Source: an optimization exercise on an open RTL-to-GDS flow (aim: small area, a short achievable clock period and few clock cycles per item). Production flows keep margins and buffers that such runs may drop.
At most, simulation tests tie the RTL to the original design; equivalence was not proved.
Power is estimated from default activity; no workload was simulated.

==> inputs of amber <==
// param_memory
module param_memory #(
   parameter int WIDTH      = 32,
   parameter int DEPTH      = 48,
   parameter int ADDR_WIDTH = 6,
   parameter int RD_LATENCY = 2,
   parameter int RESET_MEM  = 1
) (
   input  logic                  clk_i,
   input  logic                  rst_i,
   input  logic                  valid_i,
   output logic                  ready_o,
   input  logic                  wr_rd_i,
   input  logic [ADDR_WIDTH-1:0] addr_i,
   input  logic [WIDTH-1:0]      wdata_i,
   input  logic [WIDTH/8-1:0]    wstrb_i,
   output logic                  rvalid_o,
   output logic [WIDTH-1:0]      rdata_o,
   output logic                  rerr_o,
   input  logic                  rready_i
);
==> module param_memory, before the edit <==
module param_memory #(
   parameter int WIDTH      = 32,
   parameter int DEPTH      = 48,
   parameter int ADDR_WIDTH = 6,
   parameter int RD_LATENCY = 2,
   parameter int RESET_MEM  = 1
) (
   input  logic                  clk_i,
   input  logic                  rst_i,
   input  logic                  valid_i,
   output logic                  ready_o,
   input  logic                  wr_rd_i,
   input  logic [ADDR_WIDTH-1:0] addr_i,
   input  logic [WIDTH-1:0]      wdata_i,
   input  logic [WIDTH/8-1:0]    wstrb_i,
   output logic                  rvalid_o,
   output logic [WIDTH-1:0]      rdata_o,
   output logic                  rerr_o,
   input  logic                  rready_i
);
   localparam int NBYTES = WIDTH / 8;
   logic [WIDTH-1:0]      mem_q [DEPTH];
   logic [DEPTH-1:0]      wval_q;
   logic                  ready_q;
   logic                  a_v_q, a_rd_q;
   logic [ADDR_WIDTH-1:0] a_addr_q;
   logic                  ov_q, oe_q, sv_q, se_q;
   logic [WIDTH-1:0]      od_q, sd_q;
   logic                  accept, pop, push, a_v_d;
   logic [WIDTH-1:0]      wdata_m, rd_word;
   logic                  new_e;
   assign accept = valid_i && ready_q;
   assign pop    = ov_q && rready_i;
   assign push   = a_v_q && (!sv_q || pop);
   assign a_v_d  = accept || (a_v_q && !push);
   always_comb begin
      for (int k = 0; k < NBYTES; k++) begin
         wdata_m[8*k +: 8] = wstrb_i[k] ? wdata_i[8*k +: 8] : 8'h00;
      end
   end
   always_comb begin
      rd_word = '0;
      for (int i = 0; i < DEPTH; i++) begin
         if (a_addr_q == ADDR_WIDTH'(i) && wval_q[i] && a_rd_q) begin
            rd_word = rd_word | mem_q[i];
         end
      end
      new_e = a_addr_q >= ADDR_WIDTH'(DEPTH);
   end
   always_ff @(posedge clk_i) begin
      for (int i = 0; i < DEPTH; i++) begin
         if (accept && wr_rd_i && addr_i == ADDR_WIDTH'(i)) begin
            for (int k = 0; k < NBYTES; k++) begin
               if (wstrb_i[k] || !wval_q[i]) begin
                  mem_q[i][8*k +: 8] <= wdata_m[8*k +: 8];
               end
            end
         end
      end
   end
   always_ff @(posedge clk_i) begin
      if (!rst_i) begin
         wval_q <= '0;
      end else if (accept && wr_rd_i) begin
         for (int i = 0; i < DEPTH; i++) begin
            if (addr_i == ADDR_WIDTH'(i)) wval_q[i] <= 1'b1;
         end
      end
   end
   always_ff @(posedge clk_i) begin
      if (ready_q) begin
         a_rd_q   <= !wr_rd_i;
         a_addr_q <= addr_i;
      end
   end
   always_ff @(posedge clk_i) begin
      if (!rst_i) begin
         a_v_q   <= 1'b0;
         ready_q <= 1'b1;
         ov_q    <= 1'b0;
         sv_q    <= 1'b0;
      end else begin
         a_v_q   <= a_v_d;
         ready_q <= !(a_v_d && (sv_q ? !pop || push : push && ov_q && !pop));
         if (!ov_q || pop) ov_q <= sv_q || push;
         sv_q    <= sv_q ? (!pop || push) : (push && ov_q && !pop);
      end
   end
   always_ff @(posedge clk_i) begin
      if (!ov_q || pop) begin
         od_q <= sv_q ? sd_q : rd_word;
         oe_q <= sv_q ? se_q : new_e;
      end
      if (!sv_q || pop) begin
         sd_q <= rd_word;
         se_q <= new_e;
      end
   end
   assign ready_o  = ready_q;
   assign rvalid_o = ov_q;
   assign rdata_o  = od_q;
   assign rerr_o   = oe_q;
endmodule
Settings: LEC_CHECK=0, CAP_MARGIN=20, CORE_MARGIN=2, CORE_UTILIZATION=40, SLEW_MARGIN=20; clock period 5.0 ns.
run.sh (not shown) runs the stock make flow with config.mk's settings and CLKGATE_MAP_FILE= SYNTH_SCRIPT=/design/flow/synth_recipe.tcl, a recipe that flattens the netlist after the stock synthesis.
==> inputs of nickel, as changes to amber <==
==> flow/design.v (replaced) <==
module param_memory #(
   parameter int WIDTH      = 32,
   parameter int DEPTH      = 48,
   parameter int ADDR_WIDTH = 6,
   parameter int RD_LATENCY = 2,
   parameter int RESET_MEM  = 1
) (
   input  logic                  clk_i,
   input  logic                  rst_i,
   input  logic                  valid_i,
   output logic                  ready_o,
   input  logic                  wr_rd_i,
   input  logic [ADDR_WIDTH-1:0] addr_i,
   input  logic [WIDTH-1:0]      wdata_i,
   input  logic [WIDTH/8-1:0]    wstrb_i,
   output logic                  rvalid_o,
   output logic [WIDTH-1:0]      rdata_o,
   output logic                  rerr_o,
   input  logic                  rready_i
);
   localparam int NBYTES = WIDTH / 8;
   logic [WIDTH-1:0]      mem_q [DEPTH];
   logic [DEPTH-1:0]      wval_q;
   logic                  ov_q, oe_q;
   logic [WIDTH-1:0]      od_q;
   logic                  ready, accept;
   logic [WIDTH-1:0]      wdata_m, rd_word;
   logic [DEPTH-1:0]      rsel;
   logic [WIDTH-1:0]      grp_n [DEPTH/3];
   assign ready  = !ov_q || rready_i;
   assign accept = valid_i && ready;
   always_comb begin
      for (int k = 0; k < NBYTES; k++) begin
         wdata_m[8*k +: 8] = wstrb_i[k] ? wdata_i[8*k +: 8] : 8'h00;
      end
   end
   always_comb begin
      for (int i = 0; i < DEPTH; i++) begin
         rsel[i] = addr_i == ADDR_WIDTH'(i) && wval_q[i] && !wr_rd_i;
      end
   end
   for (genvar g = 0; g < DEPTH / 3; g++) begin : g_grp
      for (genvar b = 0; b < WIDTH; b++) begin : g_bit
         param_memory_aoi3 u_aoi (
            .a0(rsel[3*g]), .b0(mem_q[3*g][b]),
            .a1(rsel[3*g+1]), .b1(mem_q[3*g+1][b]),
            .a2(rsel[3*g+2]), .b2(mem_q[3*g+2][b]),
            .y(grp_n[g][b]));
      end
   end
   logic [WIDTH-1:0] part [4];
   logic [WIDTH-1:0] half_n [2];
   for (genvar b = 0; b < WIDTH; b++) begin : g_tree
      for (genvar p = 0; p < 4; p++) begin : g_part
         param_memory_nand4 u_nand4 (
            .a(grp_n[4*p][b]), .b(grp_n[4*p+1][b]), .c(grp_n[4*p+2][b]), .d(grp_n[4*p+3][b]),
            .y(part[p][b]));
      end
      for (genvar h = 0; h < 2; h++) begin : g_half
         param_memory_nor2 u_nor2 (.a(part[2*h][b]), .b(part[2*h+1][b]), .y(half_n[h][b]));
      end
      param_memory_nand2 u_nand2 (.a(half_n[0][b]), .b(half_n[1][b]), .y(rd_word[b]));
   end
   always_ff @(posedge clk_i) begin
      for (int i = 0; i < DEPTH; i++) begin
         if (accept && wr_rd_i && addr_i == ADDR_WIDTH'(i)) begin
            for (int k = 0; k < NBYTES; k++) begin
               if (wstrb_i[k] || !wval_q[i]) begin
                  mem_q[i][8*k +: 8] <= wdata_m[8*k +: 8];
               end
            end
         end
      end
   end
   always_ff @(posedge clk_i) begin
      if (!rst_i) begin
         wval_q <= '0;
      end else if (accept && wr_rd_i) begin
         for (int i = 0; i < DEPTH; i++) begin
            if (addr_i == ADDR_WIDTH'(i)) wval_q[i] <= 1'b1;
         end
      end
   end
   always_ff @(posedge clk_i) begin
      if (!rst_i) begin
         ov_q <= 1'b0;
      end else if (ready) begin
         ov_q <= valid_i;
      end
   end
   always_ff @(posedge clk_i) begin
      if (ready) begin
         od_q <= rd_word;
         oe_q <= addr_i >= ADDR_WIDTH'(DEPTH);
      end
   end
   assign ready_o  = ready;
   assign rvalid_o = ov_q;
   assign rdata_o  = od_q;
   assign rerr_o   = oe_q;
endmodule
module param_memory_aoi3 (
   input  logic a0, b0, a1, b1, a2, b2,
   output logic y
);
   assign y = !((a0 && b0) || (a1 && b1) || (a2 && b2));
endmodule
module param_memory_nand4 (
   input  logic a, b, c, d,
   output logic y
);
   assign y = !(a && b && c && d);
endmodule
module param_memory_nor2 (
   input  logic a, b,
   output logic y
);
   assign y = !(a || b);
endmodule
module param_memory_nand2 (
   input  logic a, b,
   output logic y
);
   assign y = !(a && b);
endmodule
--- a/flow/config.mk
+++ b/flow/config.mk
@@ -7,5 +7,8 @@
 export LEC_CHECK = 0
 export CAP_MARGIN = 20
 export CORE_MARGIN = 2
-export CORE_UTILIZATION = 40
+export CORE_UTILIZATION = 60
+export SETUP_SLACK_MARGIN = 2.5
 export SLEW_MARGIN = 20
+export SYNTH_HIERARCHICAL = 1
+export SYNTH_MINIMUM_KEEP_SIZE = 0
==> inputs of lagoon, as changes to amber <==
==> flow/design.v (replaced) <==
module param_memory #(
   parameter int WIDTH      = 32,
   parameter int DEPTH      = 48,
   parameter int ADDR_WIDTH = 6,
   parameter int RD_LATENCY = 2,
   parameter int RESET_MEM  = 1
) (
   input  logic                  clk_i,
   input  logic                  rst_i,
   input  logic                  valid_i,
   output logic                  ready_o,
   input  logic                  wr_rd_i,
   input  logic [ADDR_WIDTH-1:0] addr_i,
   input  logic [WIDTH-1:0]      wdata_i,
   input  logic [WIDTH/8-1:0]    wstrb_i,
   output logic                  rvalid_o,
   output logic [WIDTH-1:0]      rdata_o,
   output logic                  rerr_o,
   input  logic                  rready_i
);
   localparam int NBYTES = WIDTH / 8;
   logic [WIDTH-1:0]      mem_q [DEPTH];
   logic                  ov_q, oe_q;
   logic [WIDTH-1:0]      od_q;
   logic                  ready, accept;
   logic [WIDTH-1:0]      rd_word;
   logic [DEPTH-1:0]      rsel;
   logic [WIDTH-1:0]      grp_n [DEPTH/3];
   assign ready  = !ov_q || rready_i;
   assign accept = valid_i && ready;
   always_comb begin
      for (int i = 0; i < DEPTH; i++) begin
         rsel[i] = addr_i == ADDR_WIDTH'(i);
      end
   end
   for (genvar g = 0; g < DEPTH / 3; g++) begin : g_grp
      for (genvar b = 0; b < WIDTH; b++) begin : g_bit
         param_memory_aoi3 u_aoi (
            .a0(rsel[3*g]), .b0(mem_q[3*g][b]),
            .a1(rsel[3*g+1]), .b1(mem_q[3*g+1][b]),
            .a2(rsel[3*g+2]), .b2(mem_q[3*g+2][b]),
            .y(grp_n[g][b]));
      end
   end
   logic [WIDTH-1:0] part [4];
   logic [WIDTH-1:0] half_n [2];
   for (genvar b = 0; b < WIDTH; b++) begin : g_tree
      for (genvar p = 0; p < 4; p++) begin : g_part
         param_memory_nand4 u_nand4 (
            .a(grp_n[4*p][b]), .b(grp_n[4*p+1][b]), .c(grp_n[4*p+2][b]), .d(grp_n[4*p+3][b]),
            .y(part[p][b]));
      end
      for (genvar h = 0; h < 2; h++) begin : g_half
         param_memory_nor2 u_nor2 (.a(part[2*h][b]), .b(part[2*h+1][b]), .y(half_n[h][b]));
      end
      param_memory_a21oi u_out (.a1(half_n[0][b]), .a2(half_n[1][b]), .b1(wr_rd_i), .y(rd_word[b]));
   end
   logic [WIDTH-1:0]      wbus;
   logic [NBYTES-1:0]     wen [DEPTH];
   always_comb begin
      wbus = rst_i ? wdata_i : '0;
      for (int i = 0; i < DEPTH; i++) begin
         for (int k = 0; k < NBYTES; k++) begin
            wen[i][k] = !rst_i || (accept && wr_rd_i && addr_i == ADDR_WIDTH'(i) && wstrb_i[k]);
         end
      end
   end
   always_ff @(posedge clk_i) begin
      for (int i = 0; i < DEPTH; i++) begin
         for (int k = 0; k < NBYTES; k++) begin
            if (wen[i][k]) mem_q[i][8*k +: 8] <= wbus[8*k +: 8];
         end
      end
   end
   always_ff @(posedge clk_i) begin
      if (!rst_i) begin
         ov_q <= 1'b0;
      end else if (ready) begin
         ov_q <= valid_i;
      end
   end
   logic [WIDTH-1:0]      od_d;
   logic                  oe_d;
   for (genvar b = 0; b < WIDTH; b++) begin : g_od
      param_memory_mux2 u_mux (.s(ready), .a(od_q[b]), .b(rd_word[b]), .y(od_d[b]));
   end
   param_memory_mux2 u_oe_mux (.s(ready), .a(oe_q), .b(addr_i >= ADDR_WIDTH'(DEPTH)), .y(oe_d));
   always_ff @(posedge clk_i) begin
      od_q <= od_d;
      oe_q <= oe_d;
   end
   param_memory_or2n u_ready_o (.an(ov_q), .b(rready_i), .y(ready_o));
   assign rvalid_o = ov_q;
   assign rdata_o  = od_q;
   assign rerr_o   = oe_q;
endmodule
module param_memory_aoi3 (
   input  logic a0, b0, a1, b1, a2, b2,
   output logic y
);
   assign y = !((a0 && b0) || (a1 && b1) || (a2 && b2));
endmodule
module param_memory_nand4 (
   input  logic a, b, c, d,
   output logic y
);
   assign y = !(a && b && c && d);
endmodule
module param_memory_nor2 (
   input  logic a, b,
   output logic y
);
   assign y = !(a || b);
endmodule
module param_memory_a21oi (
   input  logic a1, a2, b1,
   output logic y
);
   assign y = !((a1 && a2) || b1);
endmodule
module param_memory_or2n (
   input  logic an, b,
   output logic y
);
   assign y = !an || b;
endmodule
module param_memory_mux2 (
   input  logic s, a, b,
   output logic y
);
   assign y = s ? b : a;
endmodule
==> flow/flow/run.sh (new file) <==
#!/bin/bash
# Standard layout, with plain buffers (not delay cells) on the ports.
cp standard.sh standard_sh_copy.log
export BUFFER_PORTS_ARGS="-buffer_cell sky130_fd_sc_hd__buf_4"
bash standard.sh > standard.log 2>&1
==> flow/standard.sh (new file) <==
#!/bin/bash
# synth_recipe.tcl (not shown) runs the flow's synth.tcl, then flattens the netlist and writes it again
# the make line also repeats each setting of config.mk as NAME=value (left out here)
make -C /OpenROAD-flow-scripts/flow DESIGN_CONFIG=/design/flow/config.mk WORK_HOME=/design/flow/orfs CLKGATE_MAP_FILE= SYNTH_SCRIPT=/design/flow/synth_recipe.tcl "${@:-finish}"
--- a/flow/config.mk
+++ b/flow/config.mk
@@ -7,5 +7,10 @@
 export LEC_CHECK = 0
 export CAP_MARGIN = 20
 export CORE_MARGIN = 2
-export CORE_UTILIZATION = 40
+export CORE_UTILIZATION = 60
+export CTS_CLUSTER_DIAMETER = 70
+export CTS_CLUSTER_SIZE = 25
+export SETUP_SLACK_MARGIN = 2.5
 export SLEW_MARGIN = 20
+export SYNTH_HIERARCHICAL = 1
+export SYNTH_MINIMUM_KEEP_SIZE = 0
removed: flow/run.sh
==> run summary <==
| metric | nickel | amber | lagoon |
|---|---|---|---|
| Result of the run | finished clean | finished clean | finished clean |
| Leakage power | 23.36 nW | 25.16 nW | 22.32 nW |
| Net switching component of the power | 5.301 mW | 6.426 mW | 5.596 mW |
| Final cycle utilization of the critical path | 52.40% | 83.69% | 59.16% |
| Overall power consumption | 26.89 mW | 29.10 mW | 25.03 mW |
| Required arrival time at the worst endpoint | 5.46 ns | 5.59 ns | 5.57 ns |
| Gates resized, CTS repair | 260 | 0 | 385 |
| Number of inserted filler cells in the final layout | 5621 | 13990 | 5185 |
| Number of instances in the placed design | 4281 | 6684 | 4101 |
| Inserted tap cell count | 1265 | 2160 | 1254 |
| Metal1 wirelength | 66.19 mm | 103.1 mm | 65.87 mm |
| Signal buffers | 365 | 465 | 469 |
| Hold WC Path Type | in2reg | reg2reg | reg2reg |
Testbench counts of amber, summed over its fixed seeds: cycles 16,016, items 16,000.
Testbench counts of lagoon, summed over its fixed seeds: cycles 16,008, items 16,000.
No functional check of the RTL was part of nickel.

-- separate check: timing with driven ports --
The results above use ideal ports. As a check the final layouts listed here were re-extracted and re-timed, cells and wires unchanged.
Step 1 sets driving cells, clkbuf_16 on the clock port and buf_2 on the other inputs (assumed; they add their load-dependent delay and slew).
Step 2 moves the port delays by t, midway between the first and last clock arrival at a register: inputs arrive t later, outputs are due t later. That takes back most of the time a late clock gives input paths.
a / b / c = no drivers / after step 1 / after step 2; a / b = the first two.
run	t, ns	setup WS [ns]	latest minus earliest clock arrival (ns)
amber	0.922	0.816 / 0.816 / 0.695	0.039 / 0.039
nickel	0.841	2.380 / 2.365 / 1.524	0.030 / 0.031
lagoon	0.746	2.042 / 1.837 / 1.092	0.035 / 0.035
After both steps every run listed still meets setup and hold. For lagoon, which loses most, drivers alone change the setup slack by -0.205 ns; drivers and shift together by -0.950 ns.
